What follows belongs to an exercise in optimizing a design on an open flow for small area, a short achievable clock period and few clock cycles; a production flow would make more cautious choices. In this exercise RTL edits were held to simulation tests only and were not proved equivalent to the original.

==> design.v <==
package alu_seq_pkg;
    localparam int ALU_OP_W = 5;
    localparam logic [ALU_OP_W-1:0] ALU_ADD    = 5'd0;
    localparam logic [ALU_OP_W-1:0] ALU_SUB    = 5'd1;
    localparam logic [ALU_OP_W-1:0] ALU_AND    = 5'd2;
    localparam logic [ALU_OP_W-1:0] ALU_OR     = 5'd3;
    localparam logic [ALU_OP_W-1:0] ALU_XOR    = 5'd4;
    localparam logic [ALU_OP_W-1:0] ALU_SLT    = 5'd5;
    localparam logic [ALU_OP_W-1:0] ALU_SLTU   = 5'd6;
    localparam logic [ALU_OP_W-1:0] ALU_SLL    = 5'd7;
    localparam logic [ALU_OP_W-1:0] ALU_SRL    = 5'd8;
    localparam logic [ALU_OP_W-1:0] ALU_SRA    = 5'd9;
    localparam logic [ALU_OP_W-1:0] ALU_MUL    = 5'd16;
    localparam logic [ALU_OP_W-1:0] ALU_MULH   = 5'd17;
    localparam logic [ALU_OP_W-1:0] ALU_MULHSU = 5'd18;
    localparam logic [ALU_OP_W-1:0] ALU_MULHU  = 5'd19;
    localparam logic [ALU_OP_W-1:0] ALU_DIV    = 5'd20;
    localparam logic [ALU_OP_W-1:0] ALU_DIVU   = 5'd21;
    localparam logic [ALU_OP_W-1:0] ALU_REM    = 5'd22;
    localparam logic [ALU_OP_W-1:0] ALU_REMU   = 5'd23;
    typedef enum logic [1:0] {
        ST_IDLE,
        ST_MUL,
        ST_DIV,
        ST_DONE
    } alu_state_e;
endpackage
module alu_divider #(
    parameter int XLEN = 32
) (
    input  logic            clk,
    input  logic            rst_n,
    input  logic            start,
    input  logic            abort,
    input  logic [XLEN-1:0] dividend,
    input  logic [XLEN-1:0] divisor,
    output logic            done,
    output logic [XLEN-1:0] quotient,
    output logic [XLEN-1:0] remainder
);
    localparam int CNT_W = $clog2(XLEN) + 1;
    logic [CNT_W-1:0] cnt_q;
    logic             active_q;
    logic [XLEN-1:0]  quo_q;
    logic [XLEN-1:0]  rem_q;
    logic [XLEN-1:0]  dvs_q;
    logic [XLEN:0]    trial;
    assign trial = {rem_q, quo_q[XLEN-1]} - {1'b0, dvs_q};
    always_ff @(posedge clk or negedge rst_n) begin
        if (!rst_n) begin
            cnt_q    <= '0;
            active_q <= 1'b0;
            quo_q    <= '0;
            rem_q    <= '0;
            dvs_q    <= '0;
        end else if (abort) begin
            cnt_q    <= '0;
            active_q <= 1'b0;
        end else if (start) begin
            cnt_q    <= CNT_W'(XLEN);
            active_q <= 1'b1;
            quo_q    <= dividend;
            rem_q    <= '0;
            dvs_q    <= divisor;
        end else if (active_q) begin
            if (cnt_q != '0) begin
                cnt_q <= cnt_q - 1'b1;
                if (!trial[XLEN]) begin
                    rem_q <= trial[XLEN-1:0];
                    quo_q <= {quo_q[XLEN-2:0], 1'b1};
                end else begin
                    rem_q <= {rem_q[XLEN-2:0], quo_q[XLEN-1]};
                    quo_q <= {quo_q[XLEN-2:0], 1'b0};
                end
            end else begin
                active_q <= 1'b0;
            end
        end
    end
    assign done      = active_q && (cnt_q == '0);
    assign quotient  = quo_q;
    assign remainder = rem_q;
endmodule
import alu_seq_pkg::*;
module alu_seq #(
    parameter int XLEN    = 32,
    parameter int SHAMT_W = $clog2(XLEN)
) (
    input  logic                clk,
    input  logic                rst_n,
    input  logic                flush,
    input  logic                in_valid,
    output logic                in_ready,
    input  logic [ALU_OP_W-1:0] op,
    input  logic                alu_src,
    input  logic [XLEN-1:0]     src1,
    input  logic [XLEN-1:0]     src2,
    input  logic [XLEN-1:0]     imm,
    output logic                out_valid,
    input  logic                out_ready,
    output logic [XLEN-1:0]     result,
    output logic                zero,
    output logic                busy
);
    localparam logic [XLEN-1:0] SMIN = {1'b1, {(XLEN-1){1'b0}}};
    alu_seq_pkg::alu_state_e state_q;
    logic [XLEN-1:0]     result_q;
    logic                zero_q;
    logic                out_valid_q;
    logic                busy_q;
    logic [ALU_OP_W-1:0] op_q;
    logic [XLEN-1:0]     op1_q;
    logic [XLEN-1:0]     op2_q;
    logic                negq_q;
    logic                negr_q;
    function automatic logic [XLEN-1:0] base_op(
        input logic [ALU_OP_W-1:0] o,
        input logic [XLEN-1:0]     a,
        input logic [XLEN-1:0]     b
    );
        logic [SHAMT_W-1:0] sh;
        sh = b[SHAMT_W-1:0];
        case (o)
            ALU_ADD:  base_op = a + b;
            ALU_SUB:  base_op = a - b;
            ALU_AND:  base_op = a & b;
            ALU_OR:   base_op = a | b;
            ALU_XOR:  base_op = a ^ b;
            ALU_SLT:  base_op = {{(XLEN-1){1'b0}}, $signed(a) < $signed(b)};
            ALU_SLTU: base_op = {{(XLEN-1){1'b0}}, a < b};
            ALU_SLL:  base_op = a << sh;
            ALU_SRL:  base_op = a >> sh;
            ALU_SRA:  base_op = $unsigned($signed(a) >>> sh);
            default:  base_op = '0;
        endcase
    endfunction
    logic [XLEN-1:0] op2;
    logic            is_mul, is_div, div_sgn, is_rem;
    logic            s1, s2, div_zero, div_ovf, special;
    logic            accept, div_start;
    logic [XLEN-1:0] mag1, mag2, spec_res, result_d;
    assign op2      = alu_src ? imm : src2;
    assign in_ready = (state_q == ST_IDLE) ||
                      (state_q == ST_DONE && out_ready);
    assign accept   = in_valid && in_ready && !flush;
    assign is_mul   = (op[4:2] == 3'b100);
    assign is_div   = (op[4:2] == 3'b101);
    assign div_sgn  = !op[0];
    assign is_rem   = op[1];
    assign s1       = div_sgn && src1[XLEN-1];
    assign s2       = div_sgn && op2[XLEN-1];
    assign mag1     = s1 ? -src1 : src1;
    assign mag2     = s2 ? -op2 : op2;
    assign div_zero = (op2 == '0);
    assign div_ovf  = div_sgn && (src1 == SMIN) && (op2 == '1);
    assign special  = is_div && (div_zero || div_ovf);
    assign spec_res = div_zero ? (is_rem ? src1 : '1)
                               : (is_rem ? '0 : src1);
    assign result_d = special ? spec_res
                    : is_mul  ? '0
                    : base_op(op, src1, op2);
    assign div_start = accept && is_div && !special;
    logic            div_done;
    logic [XLEN-1:0] quo, rem, div_res;
    alu_divider #(.XLEN(XLEN)) u_div (
        .clk       (clk),
        .rst_n     (rst_n),
        .start     (div_start),
        .abort     (flush),
        .dividend  (mag1),
        .divisor   (mag2),
        .done      (div_done),
        .quotient  (quo),
        .remainder (rem)
    );
    assign div_res = op_q[1] ? (negr_q ? -rem : rem)
                             : (negq_q ? -quo : quo);
    logic              msg1, msg2;
    logic [2*XLEN-1:0] ma, mb, prod;
    logic [XLEN-1:0]   mul_res;
    assign msg1    = (op_q == ALU_MULH) || (op_q == ALU_MULHSU);
    assign msg2    = (op_q == ALU_MULH);
    assign ma      = {{XLEN{msg1 && op1_q[XLEN-1]}}, op1_q};
    assign mb      = {{XLEN{msg2 && op2_q[XLEN-1]}}, op2_q};
    assign prod    = ma * mb;
    assign mul_res = (op_q == ALU_MUL) ? prod[XLEN-1:0]
                                       : prod[2*XLEN-1:XLEN];
    always_ff @(posedge clk or negedge rst_n) begin
        if (!rst_n) begin
            state_q     <= ST_IDLE;
            result_q    <= '0;
            zero_q      <= 1'b0;
            out_valid_q <= 1'b0;
            busy_q      <= 1'b0;
            op_q        <= '0;
            op1_q       <= '0;
            op2_q       <= '0;
            negq_q      <= 1'b0;
            negr_q      <= 1'b0;
        end else if (flush) begin
            state_q     <= ST_IDLE;
            out_valid_q <= 1'b0;
            busy_q      <= 1'b0;
        end else begin
            unique case (state_q)
                ST_IDLE, ST_DONE: begin
                    if (accept) begin
                        op_q   <= op;
                        op1_q  <= src1;
                        op2_q  <= op2;
                        negq_q <= s1 ^ s2;
                        negr_q <= s1;
                        if (is_mul) begin
                            state_q     <= ST_MUL;
                            busy_q      <= 1'b1;
                            out_valid_q <= 1'b0;
                        end else if (div_start) begin
                            state_q     <= ST_DIV;
                            busy_q      <= 1'b1;
                            out_valid_q <= 1'b0;
                        end else begin
                            state_q     <= ST_DONE;
                            result_q    <= result_d;
                            zero_q      <= (result_d == '0);
                            out_valid_q <= 1'b1;
                        end
                    end else if (state_q == ST_DONE && out_ready) begin
                        state_q     <= ST_IDLE;
                        out_valid_q <= 1'b0;
                    end
                end
                ST_MUL: begin
                    state_q     <= ST_DONE;
                    result_q    <= mul_res;
                    zero_q      <= (mul_res == '0);
                    out_valid_q <= 1'b1;
                    busy_q      <= 1'b0;
                end
                ST_DIV: begin
                    if (div_done) begin
                        state_q     <= ST_DONE;
                        result_q    <= div_res;
                        zero_q      <= (div_res == '0);
                        out_valid_q <= 1'b1;
                        busy_q      <= 1'b0;
                    end
                end
            endcase
        end
    end
    assign out_valid = out_valid_q;
    assign result    = result_q;
    assign zero      = zero_q;
    assign busy      = busy_q;
endmodule
==> run.sh <==
#!/bin/bash
# synth_recipe.tcl (not shown) runs the flow's synth.tcl, then flattens the netlist and writes it again
# the make line also repeats each setting of config.mk as NAME=value (left out here)
make -C /OpenROAD-flow-scripts/flow DESIGN_CONFIG=/design/flow/config.mk WORK_HOME=/design/flow/orfs CLKGATE_MAP_FILE= SYNTH_SCRIPT=/design/flow/synth_recipe.tcl finish
==> config.mk <==
export PLATFORM = sky130hd
export DESIGN_NAME = alu_seq
export DESIGN_NICKNAME = alu_seq
export VERILOG_FILES = /design/flow/design.v
export SDC_FILE = /design/flow/constraint.sdc
export NUM_CORES = 4
export LEC_CHECK = 0
export CAP_MARGIN = 20
export CORE_MARGIN = 2
export CORE_UTILIZATION = 40
export PLACE_DENSITY = 0.6
export SLEW_MARGIN = 20
==> constraint.sdc <==
create_clock -name core_clock -period 12.0 [get_ports {clk}]
set_input_delay 2.4000 -clock core_clock [delete_from_list [all_inputs] [get_ports {clk}]]
set_output_delay 2.4000 -clock core_clock [all_outputs]
set_load 0.01 [all_outputs]
==> flow_metrics.tcl <==
set metrics [dict create \
    drive_above_1_share 0.04935 \
    firstDrtPassIters 9 \
    crit_top_cell "fa_1" \
    ys_types 100 \
    layout_commonest_cell "inv_1" \
    finalSetupViolations 0 \
    ys_warn_count 2 \
    die_h_um 396.1 \
    fin_nets 8881 \
    drc 0 \
    crit_required_ns 12.55 \
    fin_crit_sh 0.8462 \
    mostFrequentLayoutCells "1,322 x inv_1, 1,215 x nand2_1, 1,127 x fa_1, 397 x o21ai_0, 353 x ha_1" \
    cp.arrival_ns 10.71 \
    avgSynthCellArea_um2 8.322 \
    row_count 143 \
    clk_latency_ns 0.62 \
    cts.hold.buffers_added 0 \
    cp_slowest_cell "or4b_2" \
    cts_root_buffer "clkbuf_16" \
    antenna_found_initial 11 \
    yosys_register_bits 211 \
    layout_setup_ws_ns 1.846 \
    max-slew-margin-rel 0.1439 \
    grt_use_total 0.3085 \
    vias 53390 \
    synth_edf_count 0 \
    post_cts_resized 0 \
    hold_viol_final 0 \
    path_class "reg -> reg" \
    cp-end-kind "flop" \
    timing.fmax_mhz 98.48 \
    core_area_um2 152300 \
    numCtsBuffers 28 \
    numPortBuffers 142 \
    dp_worst_setup_slack_ns 1.688 \
    clk_path_buf_depth 3 \
    cp_slowest_stage_delay_ns 0.71 \
    synthCells 7388 \
    fin_crit_ns 10.15 \
    synth_top_area_cell "fa_1" \
    slew_violations 0 \
    htreeDepth 1 \
    netlist_top_cells_area "fa_1 37%, dfrtp_1 8.6%, inv_1 8.1%" \
    cts_setup_buffers 0 \
    status "timing/DRC/antenna clean" \
    grt_pass1_vias 55810 \
    drt_iter0_drc 4687 \
    area_growth_syn_to_layout_pct 7.745 \
    cp_max_fo 25 \
    hold_path_class "reg -> reg" \
    post-dp-hpwl_mm 193.4 \
    path_clk_slew_ns 0.07 \
    clock-sinks 211 \
    die_area_um2 156900 \
    initial_core_util 0.4038 \
    num-fill-cells 15220 \
    synth_nets 8976 \
    drv_cap 0 \
    setup_tns_ns 0 \
    synthDominantCellAreaShare 0.3673 \
    startpoint_type "flop" \
    grt_pass1_wl_mm 364.3 \
    cts_tree "built" \
    boundaryPins 143 \
    finClkSkew_ns 0.03060 \
    vias_per_cell 5.710 \
    wire_per_inst_um 25.70 \
    gp_congestion 1.039 \
    rsz0062_at_grt "no" \
    grt_max_degree 107 \
    worst_slew_pin_slew_ns 1.274 \
    fp.dieW_um 396.1 \
    seq_area_frac_synth 0.08588 \
    syn_area_um2 61480 \
    ant_nets 0 \
    drt-total-wl_mm 240.3 \
    ys.flop_type "dfrtp_1" \
    grt-ovfl-total 0 \
    async_reset_ff_frac 1.000 \
]
per-stage QoR:
stage	utilization	std cells	cell area [um^2]	hold WS (ns)
after floorplan	-	7388	61480	0.4464
after global placement	0.4284	9291	65230	0.4611
after detailed placement	0.4284	9291	65230	0.4711
after CTS	0.4348	9343	66200	0.4828
after global routing	0.4350	9345	66230	0.5064
final	0.4351	9351	66240	0.4795
Yosys cell counts, types with 76 or more instances:
cell / n
inv_1: 1323
nand2_1: 1215
fa_1: 1128
clkbuf_1: 398
o21ai_0: 397
ha_1: 353
and2_1: 328
nor2_1: 311
a21oi_1: 279
dfrtp_1: 211
xnor2_1: 173
mux2i_1: 125
nor3_1: 83
nand3_1: 76
layer usage:
| layer | vias to the layer above | GRT usage | routed length, um |
|---|---|---|---|
| met5 | - | 0 | 35 |
| met4 | 6 | 0.1653 | 15760 |
| met3 | 539 | 0.04365 | 17800 |
| met2 | 2385 | 0.4905 | 108600 |
| met1 | 27280 | 0.4076 | 98170 |
| li1 | 23180 | - | - |
path summary, 6_finish.rpt:
path                                      start                    endpoint  slack (ns)  cells after the start
setup / recovery            op_q[0]$_DFFE_PN0P_          zero_q$_DFFE_PN0P_        1.85                     30
hold / removal             op1_q[4]$_DFFE_PN0P_        op1_q[4]$_DFFE_PN0P_        0.48                      2
setup reg to reg            op_q[0]$_DFFE_PN0P_          zero_q$_DFFE_PN0P_        1.85                     30
hold reg to reg            op1_q[4]$_DFFE_PN0P_        op1_q[4]$_DFFE_PN0P_        0.48                      2
max in group asynchronous                 rst_n        op2_q[8]$_DFFE_PN0P_        8.64                      2
min in group asynchronous                 rst_n  u_div.cnt_q[3]$_DFFE_PN0P_        1.81                      1
cell families (layout without fill, tap and decap cells):
group	Yosys count	after routing	share of synthesized area
compound gates	1236	1236	0.1284
xor+xnor	232	232	0.03305
fa+ha+maj	1481	1481	0.4391
buf+inv	1786	1713	0.1100
flops	211	211	0.08588
mux	164	164	0.03437
other cells	0	6	0
simple gates	2278	2278	0.1692
flip-flops by register name, indices dropped and copies added (netlist names):
register / cells
negr_q: 1
op2_q: 32
u_div.active_q: 1
zero_q: 1
u_div.cnt_q: 6
state_q: 2
negq_q: 1
result_q: 32
busy_q: 1
u_div.dvs_q: 32
u_div.rem_q: 32
out_valid_q: 1
u_div.quo_q: 32
op_q: 5
op1_q: 32
area by class of cell:
class | instances | area (um^2) | share of cell area
Clock inverter | 14 | 211.5 | 0.003192
Antenna cell | 6 | 15.01 | 0.0002267
Timing Repair Buffer | 331 | 2853 | 0.04306
Inverter | 1330 | 4995 | 0.07540
Multi-Input combinational cell | 5391 | 49580 | 0.7485
Tap cell | 2030 | 2540 | 0.03834
Clock buffer | 38 | 758.2 | 0.01145
Sequential cell | 211 | 5291 | 0.07988
worst max-delay path: cells and delay by family (launching register included):
family          cells  cell delay, ns
simple gates        7            1.95
fa+ha+maj           9            4.77
flops               1            0.43
xor+xnor            1            0.10
buf+inv             6            1.22
compound gates      7            1.58
Testbench counts, summed over its fixed seeds: cycles 21,797.

## re-timing with driven ports
How much do the figures lean on ideal ports? The routed layout below was timed once more, with nothing changed but the port constraints. Step 1 sets driving cells, clkbuf_16 on the clock port and buf_2 on the other inputs (assumed; they add their load-dependent delay and slew). Step 2 moves the port delays by t, midway between the first and last clock arrival at a register: inputs arrive t later, outputs are due t later. That takes back most of the time a late clock gives input paths. Slacks: ideal ports / drivers / drivers and shift; pairs: ideal ports / drivers.
shift t [ns]: 0.674
slack for setup (ns): 1.846 / 1.846 / 1.846
worst hold slack (ns): 0.480 / 0.480 / 0.480
worst register clock-pin slew, ns: 0.07 / 0.07
pins driven straight from the clock port: 1
After both steps setup and hold are still met in this run. For this run, drivers alone change the setup slack by 0.000 ns; drivers and shift together by 0.000 ns.
